Source: an optimization exercise on an open RTL-to-GDS flow (aim: small area, a short achievable clock period and few clock cycles). Production flows keep margins and buffers that such runs may drop.
Power is estimated from default activity; no workload was simulated.

==> inputs of zinc <==
==> flow/design.v <==
package dist_pkg;
    localparam int NUM_JOB_TYPES = 4;
    localparam int NUM_FTHREADS  = 4;
    localparam int JOB_TY_W      = 2;
    localparam int JOB_W      = 128;
    localparam int OPCODE_W   = 16;
    localparam int ADDR_W     = 58;
    localparam int OFFSET_W   = 32;
    localparam int CMD_W      = 8;
    localparam int PARAM_W    = 16;
    localparam int CMD_LINE_W = CMD_W + ADDR_W + ADDR_W + PARAM_W;
    localparam int LINE_RAW_W = CMD_W + PARAM_W + 2 * OFFSET_W;
    localparam int JOB_CMD_LSB    = 0;
    localparam int JOB_PARAM_LSB  = 8;
    localparam int JOB_RD_OFS_LSB = 32;
    localparam int JOB_WR_OFS_LSB = 64;
endpackage
import dist_pkg::*;
module dist_fsm (
    input  logic                                                      clk,
    input  logic                                                      rst_n,
    input  logic [dist_pkg::NUM_JOB_TYPES-1:0]                        job_queue_valid,
    input  logic [dist_pkg::NUM_JOB_TYPES-1:0][dist_pkg::NUM_FTHREADS-1:0] mapping,
    input  logic [dist_pkg::NUM_FTHREADS-1:0]                         idle_next,
    output logic [dist_pkg::NUM_JOB_TYPES-1:0]                        grant,
    output logic [dist_pkg::NUM_FTHREADS-1:0]                         job_set
);
    logic [NUM_JOB_TYPES-1:0]                   cand;
    logic [NUM_JOB_TYPES-1:0][NUM_FTHREADS-1:0] avail;
    logic [NUM_JOB_TYPES-1:0][NUM_FTHREADS-1:0] pick;
    logic [NUM_JOB_TYPES-1:0][NUM_JOB_TYPES-1:0] wins;
    always_comb begin
        for (int q = 0; q < NUM_JOB_TYPES; q++) begin
            avail[q] = mapping[q] & idle_next;
            cand[q]  = job_queue_valid[q] & (|avail[q]);
            pick[q]  = avail[q] & (~avail[q] + NUM_FTHREADS'(1));
        end
    end
    always_comb begin
        for (int q = 0; q < NUM_JOB_TYPES; q++) begin
            grant[q] = cand[q];
            for (int p = 0; p < NUM_JOB_TYPES; p++) begin
                if (p < q) begin
                    grant[q] = grant[q] & (~cand[p] | ~wins[p][q]);
                end else if (p > q) begin
                    grant[q] = grant[q] & (~cand[p] | wins[q][p]);
                end
            end
        end
        job_set = '0;
        for (int q = 0; q < NUM_JOB_TYPES; q++) begin
            job_set = job_set | (grant[q] ? pick[q] : '0);
        end
    end
    always_ff @(posedge clk) begin
        if (!rst_n) begin
            for (int i = 0; i < NUM_JOB_TYPES; i++) begin
                for (int j = 0; j < NUM_JOB_TYPES; j++) begin
                    wins[i][j] <= (i < j);
                end
            end
        end else begin
            for (int i = 0; i < NUM_JOB_TYPES; i++) begin
                for (int j = i + 1; j < NUM_JOB_TYPES; j++) begin
                    if (grant[i]) begin
                        wins[i][j] <= 1'b0;
                    end else if (grant[j]) begin
                        wins[i][j] <= 1'b1;
                    end
                end
            end
        end
    end
endmodule
import dist_pkg::*;
module opcode_matrix (
    input  logic                                                      clk,
    input  logic [dist_pkg::NUM_FTHREADS-1:0][dist_pkg::OPCODE_W-1:0]  fthread_config,
    input  logic                                                      fthread_config_valid,
    input  logic [dist_pkg::NUM_JOB_TYPES-1:0][dist_pkg::OPCODE_W-1:0] job_config,
    input  logic                                                      job_config_valid,
    output logic [dist_pkg::NUM_JOB_TYPES-1:0][dist_pkg::NUM_FTHREADS-1:0] mapping
);
    logic [NUM_FTHREADS-1:0][OPCODE_W-1:0]  fthread_opcode;
    logic [NUM_JOB_TYPES-1:0][OPCODE_W-1:0] job_ring;
    logic [JOB_TY_W-1:0]                    job_slot0;
    always_ff @(posedge clk) begin
        if (fthread_config_valid) begin
            fthread_opcode <= fthread_config;
        end
    end
    always_ff @(posedge clk) begin
        if (job_config_valid) begin
            job_ring  <= job_config;
            job_slot0 <= '0;
        end else begin
            job_ring  <= {job_ring[0], job_ring[NUM_JOB_TYPES-1:1]};
            job_slot0 <= job_slot0 + 1'b1;
        end
    end
    always_ff @(posedge clk) begin
        for (int f = 0; f < NUM_FTHREADS; f++) begin
            mapping[job_slot0][f] <= (job_ring[0] == fthread_opcode[f]);
        end
    end
endmodule
import dist_pkg::*;
module fthread_tracker (
    input  logic                          clk,
    input  logic                          rst_n,
    input  logic [dist_pkg::NUM_FTHREADS-1:0] job_set,
    input  logic [dist_pkg::NUM_FTHREADS-1:0] fthread_done,
    output logic [dist_pkg::NUM_FTHREADS-1:0] busy,
    output logic [dist_pkg::NUM_FTHREADS-1:0] idle_next
);
    always_ff @(posedge clk) begin
        if (!rst_n) begin
            busy <= '0;
        end else begin
            busy <= job_set | (busy & ~fthread_done);
        end
    end
    assign idle_next = ~busy | fthread_done;
endmodule
import dist_pkg::*;
module job_line_builder (
    input  logic                                                      clk,
    input  logic                                                      rst_n,
    input  logic [dist_pkg::ADDR_W-1:0]                               ws_base_addr,
    input  logic                                                      ws_base_addr_valid,
    input  logic [dist_pkg::NUM_JOB_TYPES-1:0][dist_pkg::JOB_W-1:0]   job_queue_data,
    input  logic [dist_pkg::NUM_JOB_TYPES-1:0]                        grant,
    input  logic [dist_pkg::NUM_FTHREADS-1:0]                         job_set,
    output logic [dist_pkg::NUM_FTHREADS-1:0][dist_pkg::CMD_LINE_W-1:0] fthread_job,
    output logic [dist_pkg::NUM_FTHREADS-1:0]                         fthread_job_valid
);
    localparam int HI_W  = ADDR_W - OFFSET_W;
    localparam int LINE_W = CMD_W + PARAM_W + 2 * (OFFSET_W + 1);
    logic [ADDR_W-1:0]     base_q;
    logic [HI_W-1:0]       base_hi_inc;
    logic [LINE_RAW_W-1:0] sel_raw;
    logic [LINE_RAW_W-1:0] raw_q;
    logic [NUM_FTHREADS-1:0] set_q;
    logic [OFFSET_W:0]     rd_sum;
    logic [OFFSET_W:0]     wr_sum;
    logic [LINE_W-1:0]     line_q;
    logic [ADDR_W-1:0]     rd_addr;
    logic [ADDR_W-1:0]     wr_addr;
    logic [CMD_LINE_W-1:0] job_line;
    always_ff @(posedge clk) begin
        if (ws_base_addr_valid) begin
            base_q      <= ws_base_addr;
            base_hi_inc <= ws_base_addr[ADDR_W-1:OFFSET_W] + 1'b1;
        end
    end
    always_comb begin
        sel_raw = '0;
        for (int q = 0; q < NUM_JOB_TYPES; q++) begin
            sel_raw = sel_raw | ({LINE_RAW_W{grant[q]}} &
                                 {job_queue_data[q][JOB_WR_OFS_LSB +: OFFSET_W],
                                  job_queue_data[q][JOB_RD_OFS_LSB +: OFFSET_W],
                                  job_queue_data[q][JOB_CMD_LSB +: CMD_W + PARAM_W]});
        end
    end
    assign rd_sum = {1'b0, base_q[OFFSET_W-1:0]} + {1'b0, raw_q[CMD_W + PARAM_W +: OFFSET_W]};
    assign wr_sum = {1'b0, base_q[OFFSET_W-1:0]} + {1'b0, raw_q[CMD_W + PARAM_W + OFFSET_W +: OFFSET_W]};
    always_ff @(posedge clk) begin
        raw_q  <= sel_raw;
        line_q <= {wr_sum, rd_sum, raw_q[CMD_W + PARAM_W - 1:0]};
    end
    always_ff @(posedge clk) begin
        if (!rst_n) begin
            set_q             <= '0;
            fthread_job_valid <= '0;
        end else begin
            set_q             <= job_set;
            fthread_job_valid <= set_q;
        end
    end
    assign rd_addr = {line_q[CMD_W + PARAM_W + OFFSET_W] ? base_hi_inc : base_q[ADDR_W-1:OFFSET_W],
                      line_q[CMD_W + PARAM_W +: OFFSET_W]};
    assign wr_addr = {line_q[LINE_W-1] ? base_hi_inc : base_q[ADDR_W-1:OFFSET_W],
                      line_q[CMD_W + PARAM_W + OFFSET_W + 1 +: OFFSET_W]};
    assign job_line = {line_q[CMD_W-1:0], rd_addr, wr_addr, line_q[CMD_W +: PARAM_W]};
    always_comb begin
        for (int f = 0; f < NUM_FTHREADS; f++) begin
            fthread_job[f] = job_line;
        end
    end
endmodule
import dist_pkg::*;
module job_distributor (
    input  logic                                             clk,
    input  logic                                             rst_n,
    input  logic [dist_pkg::NUM_FTHREADS*dist_pkg::OPCODE_W-1:0]  fthread_config,
    input  logic                                             fthread_config_valid,
    input  logic [dist_pkg::NUM_JOB_TYPES*dist_pkg::OPCODE_W-1:0] job_config,
    input  logic                                             job_config_valid,
    input  logic [dist_pkg::NUM_JOB_TYPES-1:0]               job_queue_valid,
    input  logic [dist_pkg::NUM_JOB_TYPES*dist_pkg::JOB_W-1:0]    job_queue_data,
    output logic [dist_pkg::NUM_JOB_TYPES-1:0]               job_queue_ready,
    input  logic [dist_pkg::ADDR_W-1:0]                      ws_base_addr,
    input  logic                                             ws_base_addr_valid,
    output logic [dist_pkg::NUM_FTHREADS*dist_pkg::CMD_LINE_W-1:0] fthread_job,
    output logic [dist_pkg::NUM_FTHREADS-1:0]                fthread_job_valid,
    input  logic [dist_pkg::NUM_FTHREADS-1:0]                fthread_done
);
    logic [NUM_JOB_TYPES-1:0][NUM_FTHREADS-1:0] mapping;
    logic [NUM_FTHREADS-1:0]  busy;
    logic [NUM_FTHREADS-1:0]  idle_next;
    logic [NUM_JOB_TYPES-1:0] grant;
    logic [NUM_FTHREADS-1:0]  job_set;
    opcode_matrix opcode_matrix_inst (
        .clk, .fthread_config, .fthread_config_valid,
        .job_config, .job_config_valid, .mapping
    );
    fthread_tracker fthread_tracker_inst (
        .clk, .rst_n, .job_set, .fthread_done, .busy, .idle_next
    );
    dist_fsm dist_fsm_inst (
        .clk, .rst_n, .job_queue_valid, .mapping, .idle_next,
        .grant, .job_set
    );
    assign job_queue_ready = grant;
    job_line_builder job_line_builder_inst (
        .clk, .rst_n, .ws_base_addr, .ws_base_addr_valid, .job_queue_data,
        .grant, .job_set, .fthread_job, .fthread_job_valid
    );
endmodule
==> flow/flow/run.sh <==
#!/bin/bash
# Standard ORFS layout; the only change is the cell buffer_ports uses on the
# ports (the smallest plain buffer instead of the default delay buffer).
set -euo pipefail
export BUFFER_PORTS_ARGS="-buffer_cell sky130_fd_sc_hd__buf_1"
export PLACE_PINS_ARGS="-min_distance 1 -min_distance_in_tracks"
bash standard.sh > standard_flow.log 2>&1
==> flow/standard.sh <==
#!/bin/bash
# synth_recipe.tcl (not shown) runs the flow's synth.tcl, then flattens the netlist and writes it again
# the make line also repeats each setting of config.mk as NAME=value (left out here)
make -C /OpenROAD-flow-scripts/flow DESIGN_CONFIG=/design/flow/config.mk WORK_HOME=/design/flow/orfs CLKGATE_MAP_FILE= SYNTH_SCRIPT=/design/flow/synth_recipe.tcl "${@:-finish}"
==> flow/config.mk <==
export PLATFORM = sky130hd
export DESIGN_NAME = job_distributor
export DESIGN_NICKNAME = job_distributor
export VERILOG_FILES = /design/flow/design.v
export SDC_FILE = /design/flow/constraint.sdc
export NUM_CORES = 4
export LEC_CHECK = 0
export CAP_MARGIN = 20
export CORE_AREA = 2 2 213 213
export DIE_AREA = 0 0 215 215
export PLACE_DENSITY = 0.6
export SETUP_SLACK_MARGIN = 2.0
export SLEW_MARGIN = 20
==> flow/constraint.sdc <==
create_clock -name core_clock -period 5.0 [get_ports {clk}]
set_input_delay 1.0000 -clock core_clock [delete_from_list [all_inputs] [get_ports {clk}]]
set_output_delay 1.0000 -clock core_clock [all_outputs]
set_load 0.01 [all_outputs]
==> inputs of juniper, as changes to zinc <==
==> flow/design.v, changed modules only <==
module job_line_builder (
    input  logic                                                      clk,
    input  logic                                                      rst_n,
    input  logic [dist_pkg::ADDR_W-1:0]                               ws_base_addr,
    input  logic                                                      ws_base_addr_valid,
    input  logic [dist_pkg::NUM_JOB_TYPES-1:0][dist_pkg::JOB_W-1:0]   job_queue_data,
    input  logic [dist_pkg::NUM_JOB_TYPES-1:0]                        grant,
    input  logic [dist_pkg::NUM_FTHREADS-1:0]                         job_set,
    output logic [dist_pkg::NUM_FTHREADS-1:0][dist_pkg::CMD_LINE_W-1:0] fthread_job,
    output logic [dist_pkg::NUM_FTHREADS-1:0]                         fthread_job_valid
);
    localparam int HI_W  = ADDR_W - OFFSET_W;
    localparam int LINE_W = CMD_W + PARAM_W + 2 * (OFFSET_W + 1);
    logic [ADDR_W-1:0]     base_q;
    logic [HI_W-1:0]       base_hi_inc;
    logic [LINE_RAW_W-1:0] sel_raw;
    logic [OFFSET_W:0]     rd_sum;
    logic [OFFSET_W:0]     wr_sum;
    logic [LINE_W-1:0]     line_q;
    logic [ADDR_W-1:0]     rd_addr;
    logic [ADDR_W-1:0]     wr_addr;
    logic [CMD_LINE_W-1:0] job_line;
    always_ff @(posedge clk) begin
        if (ws_base_addr_valid) begin
            base_q      <= ws_base_addr;
            base_hi_inc <= ws_base_addr[ADDR_W-1:OFFSET_W] + 1'b1;
        end
    end
    always_comb begin
        sel_raw = '0;
        for (int q = 0; q < NUM_JOB_TYPES; q++) begin
            sel_raw = sel_raw | ({LINE_RAW_W{grant[q]}} &
                                 {job_queue_data[q][JOB_WR_OFS_LSB +: OFFSET_W],
                                  job_queue_data[q][JOB_RD_OFS_LSB +: OFFSET_W],
                                  job_queue_data[q][JOB_CMD_LSB +: CMD_W + PARAM_W]});
        end
    end
    assign rd_sum = {1'b0, base_q[OFFSET_W-1:0]} + {1'b0, sel_raw[CMD_W + PARAM_W +: OFFSET_W]};
    assign wr_sum = {1'b0, base_q[OFFSET_W-1:0]} + {1'b0, sel_raw[CMD_W + PARAM_W + OFFSET_W +: OFFSET_W]};
    always_ff @(posedge clk) begin
        line_q <= {wr_sum, rd_sum, sel_raw[CMD_W + PARAM_W - 1:0]};
    end
    always_ff @(posedge clk) begin
        if (!rst_n) begin
            fthread_job_valid <= '0;
        end else begin
            fthread_job_valid <= job_set;
        end
    end
    assign rd_addr = {line_q[CMD_W + PARAM_W + OFFSET_W] ? base_hi_inc : base_q[ADDR_W-1:OFFSET_W],
                      line_q[CMD_W + PARAM_W +: OFFSET_W]};
    assign wr_addr = {line_q[LINE_W-1] ? base_hi_inc : base_q[ADDR_W-1:OFFSET_W],
                      line_q[CMD_W + PARAM_W + OFFSET_W + 1 +: OFFSET_W]};
    assign job_line = {line_q[CMD_W-1:0], rd_addr, wr_addr, line_q[CMD_W +: PARAM_W]};
    always_comb begin
        for (int f = 0; f < NUM_FTHREADS; f++) begin
            fthread_job[f] = job_line;
        end
    end
endmodule
--- a/flow/config.mk
+++ b/flow/config.mk
@@ -7,2 +7,3 @@
 export LEC_CHECK = 0
+export ABC_CLOCK_PERIOD_IN_PS = 3000
 export CAP_MARGIN = 20
==> inputs of delta, as changes to zinc <==
==> flow/design.v, changed modules only <==
module opcode_matrix (
    input  logic                                                      clk,
    input  logic [dist_pkg::NUM_FTHREADS-1:0][dist_pkg::OPCODE_W-1:0]  fthread_config,
    input  logic                                                      fthread_config_valid,
    input  logic [dist_pkg::NUM_JOB_TYPES-1:0][dist_pkg::OPCODE_W-1:0] job_config,
    input  logic                                                      job_config_valid,
    output logic [dist_pkg::NUM_JOB_TYPES-1:0][dist_pkg::NUM_FTHREADS-1:0] mapping
);
    logic [NUM_FTHREADS-1:0][OPCODE_W-1:0]  fthread_opcode;
    logic [NUM_JOB_TYPES-1:0][OPCODE_W-1:0] job_opcode;
    always_ff @(posedge clk) begin
        if (fthread_config_valid) begin
            fthread_opcode <= fthread_config;
        end
        if (job_config_valid) begin
            job_opcode <= job_config;
        end
    end
    always_ff @(posedge clk) begin
        for (int t = 0; t < NUM_JOB_TYPES; t++) begin
            for (int f = 0; f < NUM_FTHREADS; f++) begin
                mapping[t][f] <= (job_opcode[t] == fthread_opcode[f]);
            end
        end
    end
endmodule
module job_line_builder (
    input  logic                                                      clk,
    input  logic                                                      rst_n,
    input  logic [dist_pkg::ADDR_W-1:0]                               ws_base_addr,
    input  logic                                                      ws_base_addr_valid,
    input  logic [dist_pkg::NUM_JOB_TYPES-1:0][dist_pkg::JOB_W-1:0]   job_queue_data,
    input  logic [dist_pkg::NUM_JOB_TYPES-1:0]                        grant,
    input  logic [dist_pkg::NUM_FTHREADS-1:0]                         job_set,
    output logic [dist_pkg::NUM_FTHREADS-1:0][dist_pkg::CMD_LINE_W-1:0] fthread_job,
    output logic [dist_pkg::NUM_FTHREADS-1:0]                         fthread_job_valid
);
    logic [ADDR_W-1:0]     base_q;
    logic [LINE_RAW_W-1:0] sel_raw;
    logic [LINE_RAW_W-1:0] line_raw;
    logic [OFFSET_W-1:0]   rd_ofs;
    logic [OFFSET_W-1:0]   wr_ofs;
    logic [ADDR_W-1:0]     rd_addr;
    logic [ADDR_W-1:0]     wr_addr;
    logic [CMD_LINE_W-1:0] job_line;
    always_ff @(posedge clk) begin
        if (ws_base_addr_valid) begin
            base_q <= ws_base_addr;
        end
    end
    always_comb begin
        sel_raw = '0;
        for (int q = 0; q < NUM_JOB_TYPES; q++) begin
            sel_raw = sel_raw | ({LINE_RAW_W{grant[q]}} &
                                 {job_queue_data[q][JOB_WR_OFS_LSB +: OFFSET_W],
                                  job_queue_data[q][JOB_RD_OFS_LSB +: OFFSET_W],
                                  job_queue_data[q][JOB_CMD_LSB +: CMD_W + PARAM_W]});
        end
    end
    always_ff @(posedge clk) begin
        line_raw <= sel_raw;
    end
    always_ff @(posedge clk) begin
        if (!rst_n) begin
            fthread_job_valid <= '0;
        end else begin
            fthread_job_valid <= job_set;
        end
    end
    assign wr_ofs  = line_raw[CMD_W + PARAM_W + OFFSET_W +: OFFSET_W];
    assign rd_ofs  = line_raw[CMD_W + PARAM_W +: OFFSET_W];
    assign rd_addr = base_q + ADDR_W'(rd_ofs);
    assign wr_addr = base_q + ADDR_W'(wr_ofs);
    assign job_line = {line_raw[CMD_W-1:0], rd_addr, wr_addr,
                       line_raw[CMD_W +: PARAM_W]};
    always_comb begin
        for (int f = 0; f < NUM_FTHREADS; f++) begin
            fthread_job[f] = job_line;
        end
    end
endmodule
module job_distributor (
    input  logic                                             clk,
    input  logic                                             rst_n,
    input  logic [dist_pkg::NUM_FTHREADS*dist_pkg::OPCODE_W-1:0]  fthread_config,
    input  logic                                             fthread_config_valid,
    input  logic [dist_pkg::NUM_JOB_TYPES*dist_pkg::OPCODE_W-1:0] job_config,
    input  logic                                             job_config_valid,
    input  logic [dist_pkg::NUM_JOB_TYPES-1:0]               job_queue_valid,
    input  logic [dist_pkg::NUM_JOB_TYPES*dist_pkg::JOB_W-1:0]    job_queue_data,
    output logic [dist_pkg::NUM_JOB_TYPES-1:0]               job_queue_ready,
    input  logic [dist_pkg::ADDR_W-1:0]                      ws_base_addr,
    input  logic                                             ws_base_addr_valid,
    output logic [dist_pkg::NUM_FTHREADS*dist_pkg::CMD_LINE_W-1:0] fthread_job,
    output logic [dist_pkg::NUM_FTHREADS-1:0]                fthread_job_valid,
    input  logic [dist_pkg::NUM_FTHREADS-1:0]                fthread_done
);
    logic [NUM_JOB_TYPES-1:0][NUM_FTHREADS-1:0] mapping;
    logic [NUM_FTHREADS-1:0]  busy;
    logic [NUM_FTHREADS-1:0]  idle_next;
    logic [NUM_JOB_TYPES-1:0] grant;
    logic [NUM_FTHREADS-1:0]  job_set;
    logic [LINE_RAW_W-1:0]    line_raw;
    opcode_matrix opcode_matrix_inst (
        .clk, .fthread_config, .fthread_config_valid,
        .job_config, .job_config_valid, .mapping
    );
    fthread_tracker fthread_tracker_inst (
        .clk, .rst_n, .job_set, .fthread_done, .busy, .idle_next
    );
    dist_fsm dist_fsm_inst (
        .clk, .rst_n, .job_queue_valid, .mapping, .idle_next,
        .grant, .job_set
    );
    assign job_queue_ready = grant;
    job_line_builder job_line_builder_inst (
        .clk, .rst_n, .ws_base_addr, .ws_base_addr_valid, .job_queue_data,
        .grant, .job_set, .fthread_job, .fthread_job_valid
    );
endmodule
--- a/flow/flow/run.sh
+++ b/flow/flow/run.sh
@@ -5,3 +5,2 @@
 export BUFFER_PORTS_ARGS="-buffer_cell sky130_fd_sc_hd__buf_1"
-export PLACE_PINS_ARGS="-min_distance 1 -min_distance_in_tracks"
 bash standard.sh > standard_flow.log 2>&1
--- a/flow/config.mk
+++ b/flow/config.mk
@@ -8,6 +8,5 @@
 export CAP_MARGIN = 20
-export CORE_AREA = 2 2 213 213
-export DIE_AREA = 0 0 215 215
-export PLACE_DENSITY = 0.6
-export SETUP_SLACK_MARGIN = 2.0
+export CORE_AREA = 2 2 578 66
+export DIE_AREA = 0 0 580 68
+export PLACE_DENSITY = 0.75
 export SLEW_MARGIN = 20
==> qor summary <==
	zinc	delta	juniper
Worst supply voltage drop on vdd	0.386 mV	-	0.277 mV
Crit path from	fthread_done[1]	-	fthread_done[0]
Number of diodes	32	-	18
Multi-input combinational area share	32.8%	-	34.2%
Critical path type	primary input to output pin	-	primary input to flip-flop
P_seq	4350 uW	-	3540 uW
Via Count	18700	-	18200
Combinational power	2480 uW	-	2750 uW
Portion of total power attributed to sequential cells	42.3%	-	38.8%
CLK BUF	64	-	48
Tap Count	592	-	592
Portion of netlist area occupied by mux cells	5.81%	0%	6.47%
Cell count of the worst reg-to-reg path	9	-	20
Count of cell types in the netlist	66	62	60
Biggest power consumer among the groups	registers	-	registers
Initial Util	51.3%	58.1%	45.7%
Result of the run	no timing/DRC/antenna violations	aborted with a tool error	no timing/DRC/antenna violations
Failing step	-	5_1_grt	-
Leading cell type in the layout, fill and taps excluded	sky130_fd_sc_hd__buf_1	-	sky130_fd_sc_hd__buf_1
Wire length on met3	6.92 mm	-	5.92 mm
Placeable core region	44100 sq um	-	44100 sq um
Drt first pass iters	12	-	12
Critical path depth	7	-	21
Die outline width	215 um	580 um	215 um
No functional check of the RTL was part of any run of this note.

## re-timing with driven ports
The results above use ideal ports. As a check the final layouts listed here were re-extracted and re-timed, cells and wires unchanged. Step 1, drivers: a clkbuf_16 drives clk and a buf_2 each remaining input, both assumed. Step 2, shift: input delay + t, output delay - t, t = (earliest + latest rising clock arrival at the registers) / 2. This alone moves slack from input paths to output paths. Slacks: ideal / step 1 / step 2; pairs: ideal / step 1.
run	t (ns)	setup WS [ns]	worst hold slack (ns)	clock arrival spread, ns
zinc	0.634	1.610 / 1.564 / 1.191	0.326 / 0.326 / 0.326	0.019 / 0.020
juniper	0.611	0.430 / 0.419 / -0.192	0.452 / 0.452 / 0.452	0.026 / 0.026
With both steps, setup timing fails in juniper, where it was met with ideal ports. The setup slack of juniper, which loses most, moves by -0.011 ns with the drivers and by -0.622 ns with both steps.
